Source: an optimization exercise on an open RTL-to-GDS flow (aim: small area, a short achievable clock period and few clock cycles per item). Production flows keep margins and buffers that such runs may drop. At most, simulation tests tie the RTL to the original design; equivalence was not proved. Power is estimated from default activity; no workload was simulated.

==> flow/design.v (excerpt) <==
module frequency_ordered_list_top (
  input  logic                              clk_i,
  input  logic                              rst_ni,
  input  logic                              in_valid_i,
  output logic                              in_ready_o,
  input  logic [fol_pkg::KEY_W-1:0]         in_key_i,
  output logic                              out_valid_o,
  input  logic                              out_ready_i,
  output logic                              out_hit_o,
  output logic [fol_pkg::POS_W-1:0]         out_old_position_o,
  output logic [fol_pkg::POS_W-1:0]         out_new_position_o,
  output logic [fol_pkg::HIT_COUNT_W-1:0]   out_hit_count_o
);
  logic k_load, l_load, fire, l_valid;
  fol_ctrl u_ctrl (
    .clk_i      (clk_i),
    .rst_ni     (rst_ni),
    .in_valid_i (in_valid_i),
    .in_ready_o (in_ready_o),
    .out_valid_o(out_valid_o),
    .out_ready_i(out_ready_i),
    .k_load_o   (k_load),
    .l_load_o   (l_load),
    .fire_o     (fire),
    .l_valid_o  (l_valid)
  );
  fol_datapath u_dp (
    .clk_i         (clk_i),
    .rst_ni        (rst_ni),
    .k_load_i      (k_load),
    .l_load_i      (l_load),
    .fire_i        (fire),
    .l_valid_i     (l_valid),
    .key_i         (in_key_i),
    .hit_o         (out_hit_o),
    .old_position_o(out_old_position_o),
    .new_position_o(out_new_position_o),
    .hit_count_o   (out_hit_count_o)
  );
endmodule
==> flow/config.mk <==
export PLATFORM = sky130hd
export DESIGN_NAME = frequency_ordered_list_top
export DESIGN_NICKNAME = frequency_ordered_list_top
export VERILOG_FILES = /design/flow/design.v
export SDC_FILE = /design/flow/constraint.sdc
export NUM_CORES = 4
export LEC_CHECK = 0
export ABC_AREA = 1
export CAP_MARGIN = 20
export CORE_MARGIN = 2
export CORE_UTILIZATION = 40
export CTS_BUF_LIST = sky130_fd_sc_hd__clkbuf_8 sky130_fd_sc_hd__clkbuf_16
export CTS_CLUSTER_DIAMETER = 80
export CTS_CLUSTER_SIZE = 25
export SETUP_SLACK_MARGIN = 2.0
export SLEW_MARGIN = 20
==> flow/constraint.sdc <==
create_clock -name core_clock -period 5.0 [get_ports {clk_i}]
set_input_delay 1.0000 -clock core_clock [delete_from_list [all_inputs] [get_ports {clk_i}]]
set_output_delay 1.0000 -clock core_clock [all_outputs]
set_load 0.01 [all_outputs]
run.sh (not shown) runs the stock make flow with config.mk's settings and CLKGATE_MAP_FILE= SYNTH_SCRIPT=/design/flow/synth_recipe.tcl, a recipe that flattens the netlist after the stock synthesis.
The first run finished with timing, DRC and antenna clean.
Testbench counts at the start, summed over its fixed seeds: cycles 12,024, items 12,000.
Rerun with:
Settings changed: CORE_UTILIZATION 40 to 50, SETUP_SLACK_MARGIN 2.0 to 2.2.
Count of clock-buffer cells in the layout is unchanged.
Final cell count shrinks by a few percent.
Total power grows by a few percent.
Die area shrinks by about a fifth.
Via count grows by a few percent.
Design area grows by a few percent.
Hold slack hardly moves.
Wire length grows by a little under a tenth.
Area after synthesis does not change.
Clock power shrinks by a few percent.
Clock skew shrinks by 0.015 ns.
Rerun with:
Settings changed: CORE_UTILIZATION 50 to 40, SETUP_SLACK_MARGIN 2.2 to 2.5.
Result:
- total power rose by 10%
- wire length increases by 10%
- via count grows by 6.6%
- worst setup slack improved by 0.085 ns
- global-route usage fell by 4.3 points
- sequential share of layout area drops by 3.7 points
- core utilization shrinks by 6.4 points
- cell area rose by 12%
- count of clock-buffer cells in the layout came out higher by 3
Rerun with:
Settings changed: CORE_UTILIZATION 40 to 50, SETUP_SLACK_MARGIN 2.5 to 2.0.
Area after synthesis does not change.
Flip-flop and latch count is unchanged.
Global-route usage is higher by 4.0 points.
Count of clock-buffer cells in the layout is lower by 3.
Combinational power is lower by 20%.
Power is lower by about 12%.
Non-clock buffer count is lower by 121.
Utilization is higher by 4.6 points.
Clock skew is lower by 0.012 ns.
Worst setup slack gets worse by 0.23 ns.
Final area is lower by about 13%.

* * *

The RTL this note starts from:
==> flow/design.v <==
package fol_pkg;
  localparam int unsigned KEY_W       = 8;
  localparam int unsigned POS_W       = 3;
  localparam int unsigned HIT_COUNT_W = 16;
  localparam int unsigned ENTRIES     = 8;
endpackage
module fol_ctrl (
  input  logic clk_i,
  input  logic rst_ni,
  input  logic in_valid_i,
  output logic in_ready_o,
  output logic out_valid_o,
  input  logic out_ready_i,
  output logic k_load_o,    
  output logic k_from2_o,   
  output logic k2_load_o,   
  output logic l_load_o,    
  output logic fire_o,      
  output logic l_valid_o    
);
  logic k2v_q, kv_q, lv_q, ov_q;
  logic accept, l_free;
  assign in_ready_o = !k2v_q;
  assign accept     = in_valid_i && !k2v_q;
  assign fire_o     = lv_q && (!ov_q || out_ready_i);
  assign l_free     = !lv_q || fire_o;
  assign l_load_o   = l_free;
  assign k_load_o   = !kv_q || l_free;
  assign k_from2_o  = k2v_q;
  assign k2_load_o  = accept && kv_q && !l_free;
  always_ff @(posedge clk_i or negedge rst_ni) begin
    if (!rst_ni) begin
      k2v_q <= 1'b0;
      kv_q  <= 1'b0;
      lv_q  <= 1'b0;
      ov_q  <= 1'b0;
    end else begin
      if (k_load_o) kv_q <= k2v_q || accept;
      if (k_load_o) k2v_q <= 1'b0;
      else if (accept) k2v_q <= 1'b1;
      if (l_free) lv_q <= kv_q;
      if (fire_o) ov_q <= 1'b1;
      else if (out_ready_i) ov_q <= 1'b0;
    end
  end
  assign out_valid_o = ov_q;
  assign l_valid_o   = lv_q;
endmodule
module fol_datapath (
  input  logic                              clk_i,
  input  logic                              rst_ni,
  input  logic                              k_load_i,
  input  logic                              k_from2_i,
  input  logic                              k2_load_i,
  input  logic                              l_load_i,
  input  logic                              fire_i,
  input  logic                              l_valid_i,
  input  logic [fol_pkg::KEY_W-1:0]         key_i,
  output logic                              hit_o,
  output logic [fol_pkg::POS_W-1:0]         old_position_o,
  output logic [fol_pkg::POS_W-1:0]         new_position_o,
  output logic [fol_pkg::HIT_COUNT_W-1:0]   hit_count_o
);
  localparam int unsigned N  = fol_pkg::ENTRIES;
  localparam int unsigned PW = fol_pkg::POS_W;
  localparam int unsigned CW = fol_pkg::HIT_COUNT_W;
  function automatic logic gt_f(input logic [CW-1:0] a, input logic [CW-1:0] b);
    logic [CW-1:0] g, l;
    g = a & ~b;
    l = ~a & b;
    for (int s = 1; s < CW; s = s * 2)
      for (int i = 0; i + s < CW; i = i + 2 * s) begin
        g[i] = g[i + s] | (!l[i + s] & g[i]);
        l[i] = l[i + s] | (!g[i + s] & l[i]);
      end
    gt_f = g[0];
  endfunction
  logic [3:0]    k2_q, k_q;       
  logic [3:0]    l_q;             
  logic [CW:0]   cinc_q;          
  logic [PW-1:0] skey_q [N];      
  logic [CW-1:0] scnt_q [N];      
  logic [3:0]    key_code, k_d;
  logic [CW-1:0] c_k, c_new;
  logic [CW:0]   cinc_d;
  logic [N-1:0]  kmatch, match, le_p, t2, rng, e, q1, at_d;
  logic          hit;
  logic [PW-1:0] p, d;
  assign key_code = {(key_i >= fol_pkg::KEY_W'(1)) && (key_i <= fol_pkg::KEY_W'(N)),
                     PW'(key_i - fol_pkg::KEY_W'(1))};
  assign k_d = k_from2_i ? k2_q : key_code;
  always_ff @(posedge clk_i) begin
    if (k2_load_i) k2_q <= key_code;
    if (k_load_i)  k_q  <= k_d;
  end
  always_comb begin
    c_k = '0;
    for (int i = 0; i < N; i++) begin
      kmatch[i] = k_q[3] && (skey_q[i] == k_q[2:0]);
      c_k       = c_k | (scnt_q[i] & {CW{kmatch[i]}});
    end
    cinc_d = {1'b0, (l_valid_i && l_q[3] && k_q[3] && (l_q[2:0] == k_q[2:0])) ? c_new : c_k}
             + (CW+1)'(1);
  end
  always_ff @(posedge clk_i) begin
    if (l_load_i) begin
      l_q    <= k_q;
      cinc_q <= cinc_d;
    end
  end
  always_comb begin
    hit   = l_q[3];
    c_new = cinc_q[CW-1:0] | {CW{cinc_q[CW]}};
    for (int i = 0; i < N; i++) begin
      match[i] = hit && (skey_q[i] == l_q[2:0]);
      t2[i]    = hit && !cinc_q[CW] && gt_f(scnt_q[i], cinc_q[CW-1:0]);
    end
    for (int i = 0; i < N; i++) begin
      le_p[i] = 1'b0;
      for (int m = i; m < N; m++) le_p[i] = le_p[i] | match[m];
    end
    for (int i = 0; i < N; i++) begin
      rng[i]  = le_p[i] && !t2[i];
      e[i]    = rng[i] && (scnt_q[i][0] ^ cinc_q[0]);
      q1[i]   = e[i] && !((i > 0) && e[(i + N - 1) % N]);
      at_d[i] = rng[i] && ((i == 0) || t2[(i + N - 1) % N]);
    end
    p[2] = match[4] | match[5] | match[6] | match[7];
    p[1] = match[2] | match[3] | match[6] | match[7];
    p[0] = match[1] | match[3] | match[5] | match[7];
    d[2] = t2[3];
    d[1] = (t2[1] & !t2[3]) | t2[5];
    d[0] = (t2[0] & !t2[1]) | (t2[2] & !t2[3]) | (t2[4] & !t2[5]) | t2[6];
  end
  always_ff @(posedge clk_i or negedge rst_ni) begin
    if (!rst_ni) begin
      for (int i = 0; i < N; i++) begin
        skey_q[i] <= PW'(i);
        scnt_q[i] <= '0;
      end
    end else if (fire_i) begin
      for (int i = 0; i < N; i++) begin
        if (q1[i]) scnt_q[i] <= c_new;
        if (at_d[i])      skey_q[i] <= l_q[2:0];
        else if (rng[i])  skey_q[i] <= skey_q[(i + N - 1) % N];
      end
    end
  end
  logic                hit_q;
  logic [PW-1:0]       old_q, new_q;
  logic [CW-1:0]       hc_q;
  always_ff @(posedge clk_i) begin
    if (fire_i) begin
      hit_q <= hit;
      old_q <= p;
      new_q <= d;
      hc_q  <= c_new & {CW{hit}};
    end
  end
  assign hit_o          = hit_q;
  assign old_position_o = old_q;
  assign new_position_o = new_q;
  assign hit_count_o    = hc_q;
endmodule
module frequency_ordered_list_top (
  input  logic                              clk_i,
  input  logic                              rst_ni,
  input  logic                              in_valid_i,
  output logic                              in_ready_o,
  input  logic [fol_pkg::KEY_W-1:0]         in_key_i,
  output logic                              out_valid_o,
  input  logic                              out_ready_i,
  output logic                              out_hit_o,
  output logic [fol_pkg::POS_W-1:0]         out_old_position_o,
  output logic [fol_pkg::POS_W-1:0]         out_new_position_o,
  output logic [fol_pkg::HIT_COUNT_W-1:0]   out_hit_count_o
);
  logic k_load, k_from2, k2_load, l_load, fire, l_valid;
  fol_ctrl u_ctrl (
    .clk_i      (clk_i),
    .rst_ni     (rst_ni),
    .in_valid_i (in_valid_i),
    .in_ready_o (in_ready_o),
    .out_valid_o(out_valid_o),
    .out_ready_i(out_ready_i),
    .k_load_o   (k_load),
    .k_from2_o  (k_from2),
    .k2_load_o  (k2_load),
    .l_load_o   (l_load),
    .fire_o     (fire),
    .l_valid_o  (l_valid)
  );
  fol_datapath u_dp (
    .clk_i         (clk_i),
    .rst_ni        (rst_ni),
    .k_load_i      (k_load),
    .k_from2_i     (k_from2),
    .k2_load_i     (k2_load),
    .l_load_i      (l_load),
    .fire_i        (fire),
    .l_valid_i     (l_valid),
    .key_i         (in_key_i),
    .hit_o         (out_hit_o),
    .old_position_o(out_old_position_o),
    .new_position_o(out_new_position_o),
    .hit_count_o   (out_hit_count_o)
  );
endmodule
Settings: LEC_CHECK=0, CAP_MARGIN=20, CORE_MARGIN=2, CORE_UTILIZATION=40, SETUP_SLACK_MARGIN=1.5, SLEW_MARGIN=20; clock period 5.0 ns.
standard.sh (not shown) runs the stock make flow with config.mk's settings and CLKGATE_MAP_FILE= SYNTH_SCRIPT=/design/flow/synth_recipe.tcl, a recipe that flattens the netlist after the stock synthesis.
==> flow/flow/run.sh <==
#!/bin/bash
# Standard layout flow, with synthesis's abc mapping script replaced by
# flow/abc_speed.script (a delay-targeted &nf mapping followed by buffering
# and gate sizing). Everything else is the standard.sh.
set -e
rm -rf scripts_local
cp -r "$FLOW_HOME/scripts" scripts_local
cp flow/abc_speed.script scripts_local/abc_speed.script
export SCRIPTS_DIR="$PWD/scripts_local"
bash standard.sh > standard.log 2>&1
==> flow/flow/abc_speed.script <==
strash
&get -n
&fraig -x
&put
dc2
strash
&get -n
&dch -f
&nf {D}
&put
buffer
upsize {D}
dnsize {D}
stime -p
==> next run, changes <==
==> flow/run.sh (new file) <==
#!/bin/bash
# synth_recipe.tcl (not shown) runs the flow's synth.tcl, then flattens the netlist and writes it again
# the make line also repeats each setting of config.mk as NAME=value (left out here)
make -C /OpenROAD-flow-scripts/flow DESIGN_CONFIG=/design/flow/config.mk WORK_HOME=/design/flow/orfs CLKGATE_MAP_FILE= SYNTH_SCRIPT=/design/flow/synth_recipe.tcl finish
SETUP_SLACK_MARGIN = 0.3   (was 1.5)
removed: flow/flow/run.sh
removed: flow/flow/abc_speed.script
removed: flow/standard.sh
Total power went up by 2.6%.
First-iteration DRC count went up by 1.5%.
Clock skew went down by 11 ps.
Cell area went down by 0.56%.
Setup slack degrades by 540 ps.
Via count went up by 11%.
Synthesized area went up by 11%.
Fmax went down by 13%.
Cell count went up by 7.3%.
Sequential power went up by about 3%.
Clock-buffer cell count does not change.
No functional check of the RTL was part of any run of this note.

[afterwards: timing with drivers on the ports]
In the flow no input, the clock included, has a driving cell. The finished layouts below were timed again as built, in two steps. Step 1 (the two cells are an assumption about what drives the block):
set clk [get_ports {clk_i}]
set_driving_cell -lib_cell sky130_fd_sc_hd__clkbuf_16 $clk
set_driving_cell -lib_cell sky130_fd_sc_hd__buf_2 [delete_from_list [all_inputs] $clk]
Step 2 adds t to the input delays and takes it off the output delays; t is the mean of the earliest and latest rising clock arrival at the registers after step 1. Input paths then give back, and output paths get back, about the clock's delay inside the block. a / b / c = ideal ports / drivers / drivers and shift; a / b = the first two.
run | shift t [ns] | setup slack, ns | clock arrival spread, ns
the first run of note 1 | 0.559 | 2.105 / 2.105 / 1.647 | 0.046 / 0.046
the second run of note 1 | 0.555 | 2.246 / 2.246 / 1.752 | 0.029 / 0.029
the third run of note 1 | 0.571 | 2.331 / 2.331 / 2.176 | 0.040 / 0.041
the fourth run of note 1 | 0.554 | 2.104 / 2.078 / 1.643 | 0.029 / 0.029
the first run of note 2 | 0.581 | 1.324 / 1.324 / 1.128 | 0.032 / 0.032
the second run of note 2 | 0.587 | 0.785 / 0.785 / 0.785 | 0.021 / 0.021
After both steps setup and hold are still met in every run listed. For the second run of note 1, which loses most, drivers alone change the setup slack by 0.000 ns; drivers and shift together by -0.494 ns.
